Context: an optimization exercise on an open-source flow, tuned for small area, a short achievable clock period and few clock cycles per item. The choices shown serve that exercise and are no tape-out recipe. The RTL was checked by simulation tests, not by an equivalence proof against the original design. The clock port is modelled as an ideal driver, which makes a skipped or thinned clock tree look cheaper than it is; a real chip needs a root buffer or a tree.

== the reference run ==
## at_response_line_parser_unit
module at_response_line_parser_unit (
	input  logic         clk,
	input  logic         arst_n,
	input  logic         in_valid,
	input  logic [7:0]   in_data,
	output logic         in_ready,
	output logic         out_valid,
	input  logic         out_ready,
	output logic [1:0]   out_kind,
	output logic [7:0]   out_byte,
	output logic         out_line_ok,
	output logic [15:0]  out_bad_line_count,
	output logic         out_last
);
	logic       emit;
	logic [1:0] r_kind;
	logic [7:0] r_byte;
	logic       r_ok;
	logic       r_last;
	logic       rej;
	atrlp_core u_core (
		.clk      (clk),
		.arst_n   (arst_n),
		.in_valid (in_valid),
		.in_data  (in_data),
		.in_ready (in_ready),
		.ov       (out_valid),
		.ordy     (out_ready),
		.emit     (emit),
		.r_kind   (r_kind),
		.r_byte   (r_byte),
		.r_ok     (r_ok),
		.r_last   (r_last),
		.rej      (rej)
	);
	atrlp_outq u_outq (
		.clk                (clk),
		.arst_n             (arst_n),
		.emit               (emit),
		.r_kind             (r_kind),
		.r_byte             (r_byte),
		.r_ok               (r_ok),
		.r_last             (r_last),
		.rej                (rej),
		.out_valid          (out_valid),
		.out_ready          (out_ready),
		.out_kind           (out_kind),
		.out_byte           (out_byte),
		.out_line_ok        (out_line_ok),
		.out_bad_line_count (out_bad_line_count),
		.out_last           (out_last)
	);
endmodule
Size in the first run: ~420 cells after synthesis, about 57 flip-flops, roughly 42 I/O pins.
clock: 14.0 ns
lec_check: 0
cap_margin: 20
core_margin: 2
core_utilization: 40
gpl_routability_driven: 1
place_density: 0.6
slew_margin: 20
standard.sh (not shown) runs the stock make flow with config.mk's settings and CLKGATE_MAP_FILE= SYNTH_SCRIPT=/design/flow/synth_recipe.tcl, a recipe that flattens the netlist after the stock synthesis.
==> flow/flow/run.sh <==
#!/bin/bash
# The standard layout with these changes:
#  - synthesis restructures the logic with ABC's &deepsyn and maps it with ABC's
#    delay-targeted 'map' (flow/map.abc);
#  - the ports get plain sky130_fd_sc_hd__buf_1 buffers;
#  - the clock tree is one level: the flip-flops are split into 4 groups by position and
#    each group gets a clkbuf_16 driven from the clock port (flow/clock_tree.tcl), in
#    place of ORFS's CTS step;
#  - timing repair after placement and after global routing only resizes gates, and aims
#    at 10.5 ns of setup slack at the design's 14 ns clock (ORFS's own repair aims at
#    0 ns, which every path meets with room to spare).
set -euo pipefail
work=$PWD
# Synthesis: the standard flow's script, with the logic mapped by flow/map.abc (delay-targeted 'map')
# instead of ORFS's abc_speed script.
cat > "$work/my_synth.tcl" <<EOT
proc abc {args} {
  set i [lsearch \$args -script]
  if {\$i >= 0} { lset args [expr {\$i + 1}] $work/flow/map.abc }
  yosys abc {*}\$args
}
source $work/synth_recipe.tcl
EOT
sed "s#SYNTH_SCRIPT=[^ ]*#SYNTH_SCRIPT=$work/my_synth.tcl#" standard.sh > my_standard.sh
export BUFFER_PORTS_ARGS="-buffer_cell sky130_fd_sc_hd__buf_1"
bash my_standard.sh place > flow_place.log 2>&1
export SETUP_SLACK_MARGIN=10.5
export SETUP_MOVE_SEQUENCE=sizeup,swap
RESULTS_DIR=$work/orfs/results/sky130hd/at_response_line_parser_unit/base \
LIB_FILE=$FLOW_HOME/platforms/sky130hd/lib/sky130_fd_sc_hd__tt_025C_1v80.lib \
PLATFORM_DIR=$FLOW_HOME/platforms/sky130hd \
DONT_USE_CELLS="$(make -s -C $FLOW_HOME DESIGN_CONFIG=$work/config.mk WORK_HOME=$work/orfs print-DONT_USE_CELLS | sed 's/^DONT_USE_CELLS: //')" \
CLK_GROUPS=4 CLK_CELL=sky130_fd_sc_hd__clkbuf_16 \
  openroad -no_init -exit flow/clock_tree.tcl > flow_clock_tree.log 2>&1
bash my_standard.sh finish > flow_finish.log 2>&1
==> flow/flow/map.abc <==
strash
&get -n
&deepsyn -I 2 -J 50
&put
dch
map -D 1200
topo
stime -c
buffer -c
upsize -c
dnsize -c
Other scripts of this flow, unchanged in this note and not shown: flow/flow/clock_tree.tcl
The reference run: flow completed, timing, DRC and antenna clean
Testbench counts of the reference run, summed over its fixed seeds: cycles 71,637, bytes 57,729.
Here is what was changed in the inputs of the trial run compared with the reference run.
- putting SYNTH_MINIMUM_KEEP_SIZE at 0 where nothing was set
- putting SYNTH_HIERARCHICAL at 1 where nothing was set
==> flow/flow/map.abc <==
strash
&get -n
&deepsyn -I 2 -J 50
&put
dch
map -D 1600
topo
stime -c
buffer -c
upsize -c
dnsize -c
- Compared with the reference run, the trial run has extra setup slack.
- The higher critical path depth came out of the reference run.
- Higher share of the cycle needed by the critical path after routing among the trial run and the reference run: the reference run
- Looking at total non-filler cell area in the finished layout, the trial run sits below the reference run.
- Going from the reference run to the trial run, area added between synthesis and finish went up, post-layout minimum cycle time decreased by 0.81 ns relative to the old numbers, peak fanout along the critical path decreased 12.
In every run of this note, the design's own scripts or RTL, not TritonCTS, make the clock network.

-- re-timing with driven ports --
The flow's constraints put no driver on any port. The routed layouts listed below were extracted and timed again, unchanged, in two steps. Step 1: set_driving_cell puts a clkbuf_16 on clk and a buf_2 on each other input, an assumption about the parent block. Step 2 times the ports against the registers' clock, not the clock port: input delays grow and output delays shrink by t, the midpoint of the rising clock arrivals with the driver on. Slacks: ideal ports / drivers / drivers and shift; pairs: ideal ports / drivers.
| run | t, ns | slack for setup (ns) | worst setup path at the end | worst register clock-pin slew, ns |
|---|---|---|---|---|
| the reference run | 0.206 | 9.615 / 9.659 / 9.453 | input to register | 0.08 / 0.08 |
| the trial run | 0.211 | 10.423 / 10.343 / 10.316 | input to register | 0.07 / 0.07 |
After both steps setup and hold are still met in every run listed. The setup slack of the reference run, which loses most, moves by +0.044 ns with the drivers and by -0.162 ns with both steps.
